What follows belongs to an exercise in optimizing a design on an open flow for small area and a short achievable clock period; a production flow would make more cautious choices. In this exercise RTL edits were held to simulation tests only and were not proved equivalent to the original. Power is estimated from default activity; no workload was simulated.

`run.sh`:
```
#!/bin/bash
# synth_recipe.tcl (not shown) runs the flow's synth.tcl, then flattens the netlist and writes it again
# the make line also repeats each setting of config.mk as NAME=value (left out here)
make -C /OpenROAD-flow-scripts/flow DESIGN_CONFIG=/design/flow/config.mk WORK_HOME=/design/flow/orfs CLKGATE_MAP_FILE= SYNTH_SCRIPT=/design/flow/synth_recipe.tcl finish
```
`config.mk`:
```
export PLATFORM = sky130hd
export DESIGN_NAME = idStage
export DESIGN_NICKNAME = idStage
export VERILOG_FILES = /design/flow/design.v
export SDC_FILE = /design/flow/constraint.sdc
export NUM_CORES = 4
export LEC_CHECK = 0
export CAP_MARGIN = 20
export CORE_MARGIN = 2
export CORE_UTILIZATION = 40
export SLEW_MARGIN = 20
```
`constraint.sdc`:
```
create_clock -name core_clock -period 6.0 [get_ports {clk}]
set_input_delay 1.2000 -clock core_clock [delete_from_list [all_inputs] [get_ports {clk}]]
set_output_delay 1.2000 -clock core_clock [all_outputs]
set_load 0.01 [all_outputs]
```
`design.v`:
```
`default_nettype none
package mipsDecodePkg;
    localparam int dataWidth = 32;
    localparam int regAddrWidth = 5;
    localparam int regCount = 32;
    localparam int linkReg = 31;
    localparam int opcodeLsb = 26;
    localparam int opcodeWidth = 6;
    localparam int rsLsb = 21;
    localparam int rtLsb = 16;
    localparam int rdLsb = 11;
    localparam int shamtLsb = 6;
    localparam int shamtWidth = 5;
    localparam int functWidth = 6;
    localparam int immWidth = 16;
    localparam int indexWidth = 26;
    localparam logic [5:0] OP_SPECIAL = 6'h00, OP_REGIMM = 6'h01, OP_J = 6'h02, OP_JAL = 6'h03,
        OP_BEQ = 6'h04, OP_BNE = 6'h05, OP_BLEZ = 6'h06, OP_BGTZ = 6'h07,
        OP_ADDI = 6'h08, OP_ADDIU = 6'h09, OP_SLTI = 6'h0a, OP_SLTIU = 6'h0b,
        OP_ANDI = 6'h0c, OP_ORI = 6'h0d, OP_XORI = 6'h0e, OP_LUI = 6'h0f;
    localparam logic [5:0] FN_SLL = 6'h00, FN_SRL = 6'h02, FN_SRA = 6'h03,
        FN_SLLV = 6'h04, FN_SRLV = 6'h06, FN_SRAV = 6'h07,
        FN_JR = 6'h08, FN_JALR = 6'h09,
        FN_ADD = 6'h20, FN_ADDU = 6'h21, FN_SUB = 6'h22, FN_SUBU = 6'h23,
        FN_AND = 6'h24, FN_OR = 6'h25, FN_XOR = 6'h26, FN_NOR = 6'h27,
        FN_SLT = 6'h2a, FN_SLTU = 6'h2b;
    localparam logic [4:0] RT_BLTZ = 5'h00, RT_BGEZ = 5'h01, RT_BLTZAL = 5'h10,
        RT_BGEZAL = 5'h11;
    localparam logic [4:0] ALU_NOP = 5'd0, ALU_AND = 5'd1, ALU_OR = 5'd2, ALU_XOR = 5'd3,
        ALU_NOR = 5'd4, ALU_SLL = 5'd5, ALU_SRL = 5'd6, ALU_SRA = 5'd7,
        ALU_ADD = 5'd8, ALU_ADDU = 5'd9, ALU_SUB = 5'd10, ALU_SUBU = 5'd11,
        ALU_SLT = 5'd12, ALU_SLTU = 5'd13,
        ALU_J = 5'd14, ALU_JAL = 5'd15, ALU_JR = 5'd16, ALU_JALR = 5'd17,
        ALU_BEQ = 5'd18, ALU_BNE = 5'd19, ALU_BGTZ = 5'd20, ALU_BLEZ = 5'd21,
        ALU_BGEZ = 5'd22, ALU_BLTZ = 5'd23, ALU_BGEZAL = 5'd24, ALU_BLTZAL = 5'd25;
    localparam logic [2:0] EXE_NOP = 3'd0, EXE_LOGIC = 3'd1, EXE_SHIFT = 3'd2,
        EXE_ARITH = 3'd3, EXE_JUMP = 3'd4;
endpackage
`default_nettype wire
`timescale 1ns/1ps
`default_nettype none
import mipsDecodePkg::*;
module instDecoder (
    input  logic [31:0] inst,
    output logic [4:0]  aluOp,
    output logic [2:0]  aluSel,
    output logic        read1,
    output logic        read2,
    output logic [4:0]  raddr1,
    output logic [4:0]  raddr2,
    output logic        regWe,
    output logic [4:0]  regWaddr,
    output logic [31:0] immediate,
    output logic [15:0] offset,
    output logic [25:0] index
);
    logic [5:0] opcode;
    logic [5:0] funct;
    logic [4:0] rs;
    logic [4:0] rt;
    logic [4:0] rd;
    logic [4:0] shamt;
    logic [15:0] imm;
    logic specialOp;
    logic constShift;
    logic linking;
    assign opcode = inst[opcodeLsb +: opcodeWidth];
    assign funct = inst[functWidth-1:0];
    assign rs = inst[rsLsb +: regAddrWidth];
    assign rt = inst[rtLsb +: regAddrWidth];
    assign rd = inst[rdLsb +: regAddrWidth];
    assign shamt = inst[shamtLsb +: shamtWidth];
    assign imm = inst[immWidth-1:0];
    always_comb begin
        aluOp = ALU_NOP;
        case (opcode)
            OP_SPECIAL: begin
                case (funct)
                    FN_SLL, FN_SLLV: aluOp = ALU_SLL;
                    FN_SRL, FN_SRLV: aluOp = ALU_SRL;
                    FN_SRA, FN_SRAV: aluOp = ALU_SRA;
                    FN_JR: aluOp = ALU_JR;
                    FN_JALR: aluOp = ALU_JALR;
                    FN_ADD: aluOp = ALU_ADD;
                    FN_ADDU: aluOp = ALU_ADDU;
                    FN_SUB: aluOp = ALU_SUB;
                    FN_SUBU: aluOp = ALU_SUBU;
                    FN_AND: aluOp = ALU_AND;
                    FN_OR: aluOp = ALU_OR;
                    FN_XOR: aluOp = ALU_XOR;
                    FN_NOR: aluOp = ALU_NOR;
                    FN_SLT: aluOp = ALU_SLT;
                    FN_SLTU: aluOp = ALU_SLTU;
                    default: aluOp = ALU_NOP;
                endcase
            end
            OP_REGIMM: begin
                case (rt)
                    RT_BLTZ: aluOp = ALU_BLTZ;
                    RT_BGEZ: aluOp = ALU_BGEZ;
                    RT_BLTZAL: aluOp = ALU_BLTZAL;
                    RT_BGEZAL: aluOp = ALU_BGEZAL;
                    default: aluOp = ALU_NOP;
                endcase
            end
            OP_J: aluOp = ALU_J;
            OP_JAL: aluOp = ALU_JAL;
            OP_BEQ: aluOp = ALU_BEQ;
            OP_BNE: aluOp = ALU_BNE;
            OP_BLEZ: aluOp = ALU_BLEZ;
            OP_BGTZ: aluOp = ALU_BGTZ;
            OP_ADDI: aluOp = ALU_ADD;
            OP_ADDIU: aluOp = ALU_ADDU;
            OP_SLTI: aluOp = ALU_SLT;
            OP_SLTIU: aluOp = ALU_SLTU;
            OP_ANDI: aluOp = ALU_AND;
            OP_ORI, OP_LUI: aluOp = ALU_OR;
            OP_XORI: aluOp = ALU_XOR;
            default: aluOp = ALU_NOP;
        endcase
    end
    always_comb begin
        case (aluOp)
            ALU_NOP: aluSel = EXE_NOP;
            ALU_AND, ALU_OR, ALU_XOR, ALU_NOR: aluSel = EXE_LOGIC;
            ALU_SLL, ALU_SRL, ALU_SRA: aluSel = EXE_SHIFT;
            ALU_ADD, ALU_ADDU, ALU_SUB, ALU_SUBU, ALU_SLT, ALU_SLTU: aluSel = EXE_ARITH;
            default: aluSel = EXE_JUMP;
        endcase
    end
    assign specialOp = (opcode == OP_SPECIAL);
    assign constShift = specialOp && ((funct == FN_SLL) || (funct == FN_SRL) || (funct == FN_SRA));
    assign linking = (aluOp == ALU_JAL) || (aluOp == ALU_BGEZAL) || (aluOp == ALU_BLTZAL);
    always_comb begin
        case (opcode)
            OP_SPECIAL: immediate = constShift ? {27'b0, shamt} : 32'b0;
            OP_ANDI, OP_ORI, OP_XORI: immediate = {{(dataWidth-immWidth){1'b0}}, imm};
            OP_ADDI, OP_ADDIU, OP_SLTI, OP_SLTIU:
                immediate = {{(dataWidth-immWidth){imm[immWidth-1]}}, imm};
            OP_LUI: immediate = {imm, {(dataWidth-immWidth){1'b0}}};
            default: immediate = 32'b0;
        endcase
    end
    assign read1 = !((aluOp == ALU_NOP) || (aluOp == ALU_J) || (aluOp == ALU_JAL)) && !constShift;
    assign read2 = (specialOp && !((aluOp == ALU_NOP) || (aluOp == ALU_JR) || (aluOp == ALU_JALR)))
                   || (aluOp == ALU_BEQ) || (aluOp == ALU_BNE);
    assign regWe = (aluSel == EXE_LOGIC) || (aluSel == EXE_SHIFT) || (aluSel == EXE_ARITH)
                   || linking || (aluOp == ALU_JALR);
    assign regWaddr = linking ? 5'(linkReg) : (specialOp ? rd : rt);
    assign raddr1 = rs;
    assign raddr2 = rt;
    assign offset = imm;
    assign index = inst[indexWidth-1:0];
endmodule
`default_nettype wire
`timescale 1ns/1ps
`default_nettype none
import mipsDecodePkg::*;
module regFile (
    input  logic        clk,
    input  logic        rst,
    input  logic        wbWe,
    input  logic [4:0]  wbWaddr,
    input  logic [31:0] wbWdata,
    input  logic [4:0]  raddr1,
    input  logic [4:0]  raddr2,
    output logic [31:0] rdata1,
    output logic [31:0] rdata2
);
    logic [31:0] regs [regCount];
    always_ff @(posedge clk) begin
        if (rst) begin
            for (int i = 0; i < regCount; i++) begin
                regs[i] <= '0;
            end
        end else if (wbWe && (wbWaddr != '0)) begin
            regs[wbWaddr] <= wbWdata;
        end
    end
    always_comb begin
        if (raddr1 == '0) begin
            rdata1 = '0;
        end else if (wbWe && (raddr1 == wbWaddr)) begin
            rdata1 = wbWdata;
        end else begin
            rdata1 = regs[raddr1];
        end
        if (raddr2 == '0) begin
            rdata2 = '0;
        end else if (wbWe && (raddr2 == wbWaddr)) begin
            rdata2 = wbWdata;
        end else begin
            rdata2 = regs[raddr2];
        end
    end
endmodule
`default_nettype wire
`timescale 1ns/1ps
`default_nettype none
import mipsDecodePkg::*;
module operandSelect (
    input  logic        read1,
    input  logic        read2,
    input  logic [4:0]  raddr1,
    input  logic [4:0]  raddr2,
    input  logic [31:0] immediate,
    input  logic [31:0] rdata1,
    input  logic [31:0] rdata2,
    input  logic        exWe,
    input  logic [4:0]  exWaddr,
    input  logic [31:0] exWdata,
    input  logic        memWe,
    input  logic [4:0]  memWaddr,
    input  logic [31:0] memWdata,
    output logic [31:0] operandA,
    output logic [31:0] operandB
);
    always_comb begin
        if (!read1) begin
            operandA = immediate;
        end else if (exWe && (exWaddr == raddr1)) begin
            operandA = exWdata;
        end else if (memWe && (memWaddr == raddr1)) begin
            operandA = memWdata;
        end else begin
            operandA = rdata1;
        end
        if (!read2) begin
            operandB = immediate;
        end else if (exWe && (exWaddr == raddr2)) begin
            operandB = exWdata;
        end else if (memWe && (memWaddr == raddr2)) begin
            operandB = memWdata;
        end else begin
            operandB = rdata2;
        end
    end
endmodule
`default_nettype wire
`timescale 1ns/1ps
`default_nettype none
import mipsDecodePkg::*;
module branchUnit (
    input  logic [31:0] pc,
    input  logic [4:0]  aluOp,
    input  logic [15:0] offset,
    input  logic [25:0] index,
    input  logic [31:0] operandA,
    input  logic [31:0] operandB,
    output logic        branchTaken,
    output logic [31:0] branchTarget,
    output logic [31:0] linkAddr
);
    logic [31:0] pcPlus4;
    logic [31:0] pcPlus8;
    logic [31:0] branchDest;
    logic [31:0] jumpDest;
    logic [31:0] dest;
    logic condMet;
    assign pcPlus4 = pc + 32'd4;
    assign pcPlus8 = pc + 32'd8;
    assign branchDest = pcPlus4
                        + {{(dataWidth-immWidth-2){offset[immWidth-1]}}, offset, 2'b00};
    assign jumpDest = {pcPlus4[dataWidth-1 -: 4], index, 2'b00};
    always_comb begin
        case (aluOp)
            ALU_J, ALU_JAL, ALU_JR, ALU_JALR: condMet = 1'b1;
            ALU_BEQ: condMet = (operandA == operandB);
            ALU_BNE: condMet = (operandA != operandB);
            ALU_BGTZ: condMet = !operandA[dataWidth-1] && (operandA != '0);
            ALU_BLEZ: condMet = operandA[dataWidth-1] || (operandA == '0);
            ALU_BGEZ, ALU_BGEZAL: condMet = !operandA[dataWidth-1];
            ALU_BLTZ, ALU_BLTZAL: condMet = operandA[dataWidth-1];
            default: condMet = 1'b0;
        endcase
    end
    always_comb begin
        case (aluOp)
            ALU_J, ALU_JAL: dest = jumpDest;
            ALU_JR, ALU_JALR: dest = operandA;
            default: dest = branchDest;
        endcase
    end
    assign branchTaken = condMet;
    assign branchTarget = condMet ? dest : '0;
    assign linkAddr = ((aluOp == ALU_JAL) || (aluOp == ALU_JALR) || (aluOp == ALU_BGEZAL)
                       || (aluOp == ALU_BLTZAL)) ? pcPlus8 : '0;
endmodule
`default_nettype wire
`timescale 1ns/1ps
`default_nettype none
import mipsDecodePkg::*;
module issueHandshake (
    input  logic        clk,
    input  logic        rst,
    input  logic        req,
    input  logic [4:0]  decAluOp,
    input  logic [2:0]  decAluSel,
    input  logic        decRegWe,
    input  logic [4:0]  decRegWaddr,
    input  logic [31:0] operandA,
    input  logic [31:0] operandB,
    input  logic        branchTaken,
    input  logic [31:0] branchTarget,
    input  logic [31:0] linkAddr,
    output logic        ack,
    output logic [4:0]  aluOp,
    output logic [2:0]  aluSel,
    output logic [31:0] heldOperandA,
    output logic [31:0] heldOperandB,
    output logic        regWe,
    output logic [4:0]  regWaddr,
    output logic [31:0] heldLinkAddr,
    output logic [31:0] heldBranchTarget,
    output logic        heldBranchTaken,
    output logic        inSlot
);
    localparam logic IDLE = 1'b0;
    localparam logic HOLD = 1'b1;
    logic state;
    assign ack = (state == HOLD);
    always_ff @(posedge clk) begin
        if (rst) begin
            state <= IDLE;
            aluOp <= ALU_NOP;
            aluSel <= EXE_NOP;
            heldOperandA <= '0;
            heldOperandB <= '0;
            regWe <= 1'b0;
            regWaddr <= '0;
            heldLinkAddr <= '0;
            heldBranchTarget <= '0;
            heldBranchTaken <= 1'b0;
            inSlot <= 1'b0;
        end else begin
            case (state)
                IDLE: begin
                    if (req) begin
                        state <= HOLD;
                        aluOp <= decAluOp;
                        aluSel <= decAluSel;
                        heldOperandA <= operandA;
                        heldOperandB <= operandB;
                        regWe <= decRegWe;
                        regWaddr <= decRegWaddr;
                        heldLinkAddr <= linkAddr;
                        heldBranchTarget <= branchTarget;
                        heldBranchTaken <= branchTaken;
                        inSlot <= heldBranchTaken;
                    end
                end
                HOLD: begin
                    if (!req) begin
                        state <= IDLE;
                    end
                end
                default: state <= IDLE;
            endcase
        end
    end
endmodule
`default_nettype wire
`timescale 1ns/1ps
`default_nettype none
import mipsDecodePkg::*;
module idStage (
    input  logic        clk,
    input  logic        rst,
    input  logic        req,
    input  logic [31:0] pc,
    input  logic [31:0] inst,
    input  logic        exWe,
    input  logic [4:0]  exWaddr,
    input  logic [31:0] exWdata,
    input  logic        memWe,
    input  logic [4:0]  memWaddr,
    input  logic [31:0] memWdata,
    input  logic        wbWe,
    input  logic [4:0]  wbWaddr,
    input  logic [31:0] wbWdata,
    output logic        ack,
    output logic [4:0]  aluOp,
    output logic [2:0]  aluSel,
    output logic [31:0] operandA,
    output logic [31:0] operandB,
    output logic        regWe,
    output logic [4:0]  regWaddr,
    output logic [31:0] linkAddr,
    output logic [31:0] branchTarget,
    output logic        branchTaken,
    output logic        inSlot
);
    logic [4:0] decAluOp;
    logic [2:0] decAluSel;
    logic decRead1;
    logic decRead2;
    logic [4:0] decRaddr1;
    logic [4:0] decRaddr2;
    logic decRegWe;
    logic [4:0] decRegWaddr;
    logic [31:0] decImmediate;
    logic [15:0] decOffset;
    logic [25:0] decIndex;
    logic [31:0] rdata1;
    logic [31:0] rdata2;
    logic [31:0] srcA;
    logic [31:0] srcB;
    logic nextTaken;
    logic [31:0] nextTarget;
    logic [31:0] nextLink;
    instDecoder uDecoder (
        .inst(inst),
        .aluOp(decAluOp),
        .aluSel(decAluSel),
        .read1(decRead1),
        .read2(decRead2),
        .raddr1(decRaddr1),
        .raddr2(decRaddr2),
        .regWe(decRegWe),
        .regWaddr(decRegWaddr),
        .immediate(decImmediate),
        .offset(decOffset),
        .index(decIndex)
    );
    regFile uRegFile (
        .clk(clk),
        .rst(rst),
        .wbWe(wbWe),
        .wbWaddr(wbWaddr),
        .wbWdata(wbWdata),
        .raddr1(decRaddr1),
        .raddr2(decRaddr2),
        .rdata1(rdata1),
        .rdata2(rdata2)
    );
    operandSelect uOperands (
        .read1(decRead1),
        .read2(decRead2),
        .raddr1(decRaddr1),
        .raddr2(decRaddr2),
        .immediate(decImmediate),
        .rdata1(rdata1),
        .rdata2(rdata2),
        .exWe(exWe),
        .exWaddr(exWaddr),
        .exWdata(exWdata),
        .memWe(memWe),
        .memWaddr(memWaddr),
        .memWdata(memWdata),
        .operandA(srcA),
        .operandB(srcB)
    );
    branchUnit uBranch (
        .pc(pc),
        .aluOp(decAluOp),
        .offset(decOffset),
        .index(decIndex),
        .operandA(srcA),
        .operandB(srcB),
        .branchTaken(nextTaken),
        .branchTarget(nextTarget),
        .linkAddr(nextLink)
    );
    issueHandshake uIssue (
        .clk(clk),
        .rst(rst),
        .req(req),
        .decAluOp(decAluOp),
        .decAluSel(decAluSel),
        .decRegWe(decRegWe),
        .decRegWaddr(decRegWaddr),
        .operandA(srcA),
        .operandB(srcB),
        .branchTaken(nextTaken),
        .branchTarget(nextTarget),
        .linkAddr(nextLink),
        .ack(ack),
        .aluOp(aluOp),
        .aluSel(aluSel),
        .heldOperandA(operandA),
        .heldOperandB(operandB),
        .regWe(regWe),
        .regWaddr(regWaddr),
        .heldLinkAddr(linkAddr),
        .heldBranchTarget(branchTarget),
        .heldBranchTaken(branchTaken),
        .inSlot(inSlot)
    );
endmodule
`default_nettype wire
```
==> impl_metrics.json <==
{
  "firstDrtPassIters": 7,
  "critPathKind": "input port to flop",
  "synth-seq-cells": 1169,
  "dp_cells": 7975,
  "clk_pin_slew_ns": 0.06,
  "final_cell_mix": "edfxtp_1 (1024), and2_1 (1009), buf_4 (586)",
  "worstMarginPinSlew_ns": 1.274,
  "clock_latency_ns": 0.82,
  "ant_nets": 0,
  "core_area_um2": 164600,
  "synth_top_family_by_area": "multiplexers",
  "clock-sinks": 1169,
  "yosys_warnings": 5,
  "grt_util_all_layers_pct": 38.82,
  "drc": 0,
  "synthTopCellsByArea": "edfxtp_1 (46%), mux4_2 (15%), and2_1 (9.5%), dfxtp_1 (4.4%), mux2i_1 (3.2%)",
  "initial_utilization_pct": 40.20,
  "post-dp-hpwl_um": 232500,
  "cp.required_ns": 6.68,
  "end_kind": "flop",
  "io_buffers": 325,
  "post-cts-setup-buffers": 0,
  "power_density_nw_per_um2": 267.7,
  "wl_per_cell_um": 40.36,
  "tritoncts": "yes",
  "synth_top_area_cell": "edfxtp_1",
  "die_w_um": 410.7,
  "cts_max_path_buffers": 3,
  "period_needed_ns": 5.771,
  "maxSlewViolCount": 0,
  "rsz0062_at_grt": "false",
  "drt-total-wl_um": 333100,
  "h-tree-depth": 4,
  "grt.overflow.total": 0,
  "nets": 6146,
  "synth_xor_area_share_pct": 1.919,
  "synth_compound_area_share_pct": 8.330,
  "status": "complete, no violations",
  "cts_root_buf": "clkbuf_16",
  "via_per_inst": 6.638,
  "crit_chain": "buf_8 -> buf_12 -> xor2_1 -> nor4_4 -> buf_4 -> o2bb2ai_1 -> buf_4 -> a211o_1 -> a41o_1 -> o211ai_1 -> nor4_1 -> nand4b_1 -> or4_1 -> a21oi_1 -> mux2_2 -> nand4_2 -> buf_12 -> a32o_1",
  "async_flop_share_pct": 0,
  "leakage_uw": 0.02892,
  "synth_top_area_share_pct": 46.47,
  "critPathLaunchType": "input port",
  "ctsResizeCount": 0,
  "final_common_cell": "edfxtp_1",
  "ir_drop_v": 0.0002860,
  "synth-simple-area-share_pct": 15.89,
  "vias": 54780,
  "crit_arrival_ns": 6.45,
  "die_h_um": 410.7,
  "max_freq_mhz": 173.3,
  "synth_ff_type": "edfxtp_1",
  "syn_inst": 5271,
  "synth_area_um2": 66180,
  "syn_avg_cell_area_um2": 12.55,
  "crit_path_top_delay_cell": "nor4_4",
  "die_area_um2": 168700,
  "drt_first_iter_violations": 9306,
  "stdcell_count": 8252,
  "hold_buffers": 0,
  "ys_seq_area_share_pct": 50.85,
  "fin_skew_ns": 0.03330,
  "grt_pass1_vias": 52340,
  "cts_buffers": 138,
  "path_max_fanout": 46,
  "yosys.area_share.adder_pct": 0.7298,
  "grt_pass1_wl_um": 445500,
  "synthMuxAreaShare_pct": 18.92,
  "synth_edf_count": 1024,
  "finalSetupViolations": 0,
  "worst_hold_path_type": "flop to flop",
  "grt_start_max_net_pins": 75,
  "post-route-period-util_pct": 96.18,
  "synth.distinct_cells": 89,
  "postLayoutCoreUtil_pct": 49.18,
  "io_pins": 326,
  "drive_gt1_share_pct": 23.88,
  "area_growth_pct": 22.35,
  "finalHoldViolations": 0,
  "gp_congestion": 1.044,
  "grt_antenna_before_repair": 44,
  "cap_violations": 0,
  "cpPeakStageDelay_ns": 0.62,
  "rows": 149,
  "maxSlewHeadroom_pct": 14.89
}
[cells in the mapped netlist (18+ instances only)]
master	count
edfxtp_1	1024
and2_1	1009
mux4_2	453
clkbuf_1	346
nor2_1	274
nand2_1	260
mux2i_1	210
a21oi_1	176
dfxtp_1	145
o21ai_0	132
a22oi_1	121
nand3_1	97
xnor2_1	78
xor2_1	67
buf_2	64
o22ai_1	63
nor3_1	62
buf_1	42
nand4_1	39
ha_1	37
a211oi_1	34
buf_4	31
nand2b_1	31
a32o_1	30
nor2b_1	29
o221ai_1	27
a221oi_1	26
a31oi_1	23
o211ai_1	22
nor4_1	20
inv_1	19
mux2_2	19
a21o_1	18
[path summary, 6_finish.rpt]
kind	from	end	slack (ns)	cells past startpoint
setup / recovery	inst[21]	uIssue.heldBranchTarget[30]$_SDFFE_PP0P_	0.23	18
hold / removal	uIssue.heldLinkAddr[19]$_SDFFE_PP0P_	uIssue.heldLinkAddr[19]$_SDFFE_PP0P_	0.45	2
setup reg to reg	uRegFile.regs[23][7]$_SDFFCE_PN0P_	uIssue.heldBranchTarget[25]$_SDFFE_PP0P_	1.21	15
hold reg to reg	uIssue.heldLinkAddr[19]$_SDFFE_PP0P_	uIssue.heldLinkAddr[19]$_SDFFE_PP0P_	0.45	2
[area by class of cell]
class	instances	area [µm²]
well taps	2189	2739
repair buffers	979	9070
inverters	23	86.33
multi-input cells	3616	31090
clock inverters	65	566.8
clock buffers	177	3671
flip-flops and latches	1169	33650
diodes	34	85.08
fillers	14440	83650
[stage by stage]
stage | total power [µW] | hold WS, ns | area (µm²) | setup slack, ns | setup TNS [ns]
floorplan | 11400 | 0.4761 | 66290 | 0.8494 | 0
global placement | 13430 | 0.4384 | 76550 | -0.5166 | -15.75
detailed placement | 13460 | 0.4451 | 76610 | -0.5595 | -17.27
CTS | 21520 | 0.4522 | 80840 | 0.2554 | 0
global route | 22040 | 0.4739 | 80890 | 0.1878 | 0
finish | 21670 | 0.4525 | 80970 | 0.2293 | 0
[sequential cells by signal, indices dropped and copies added (netlist names)]
name	count
uIssue.heldLinkAddr	32
uIssue.heldOperandB	32
uIssue.state	1
uIssue.heldBranchTarget	32
uIssue.heldOperandA	32
uIssue.heldBranchTaken	1
uIssue.aluOp	5
uIssue.regWe	1
uIssue.inSlot	1
uIssue.regWaddr	5
uIssue.aluSel	3
uRegFile.regs	1024
[per-layer routing]
metal	share of wire (%)	up-vias	track usage, %
met5	0.080	-	0.3109
met4	7.5	26	25.44
met3	14	984	12.95
met2	42	4855	55.71
met1	36	27560	50.01
li1	-	21350	-
[where the power goes]
group          leakage [µW]  switching [µW]  internal (µW)  total (µW)
registers            0.0109             241           9270        9510
logic                0.0159            2420           1540        3960
clock network       0.00207            3640           4560        8200
[logic make-up after synthesis]
kind of cell               count (synthesis)
other                                      1
and+or+nand+nor                         1911
DFF                                     1169
AOI/OAI and AO/OA                        808
adders and majority gates                 38
muxes                                    682
xor gates and xnor gates                 145
buffers and inverters                    517
[critical path, delay by kind of cell]
| kind | cells | cell delay [ns] |
|---|---|---|
| xor gates and xnor gates | 1 | 0.17 |
| and+or+nand+nor | 5 | 1.93 |
| muxes | 1 | 0.21 |
| buffers and inverters | 5 | 1.42 |
| AOI/OAI and AO/OA | 6 | 1.39 |

-- re-timing with driven ports --
The flow's constraints put no driver on any port. The routed layout listed below was extracted and timed again, unchanged, in two steps.
Step 1 sets driving cells, clkbuf_16 on the clock port and buf_2 on the other inputs (assumed; they add their load-dependent delay and slew).
Step 2 times the ports against the registers' clock, not the clock port: input delays grow and output delays shrink by t, the midpoint of the rising clock arrivals with the driver on.
a / b / c = ideal / step 1 / step 2; a / b = the first two.
t (ns): 0.895
setup slack, ns: 0.229 / 0.274 / -0.621
clock arrival spread, ns: 0.034 / 0.034
worst register clock-pin slew, ns: 0.07 / 0.07
With both steps, setup timing fails in this run, where it was met with ideal ports. The setup slack of this run moves by +0.045 ns with the drivers and by -0.850 ns with both steps.
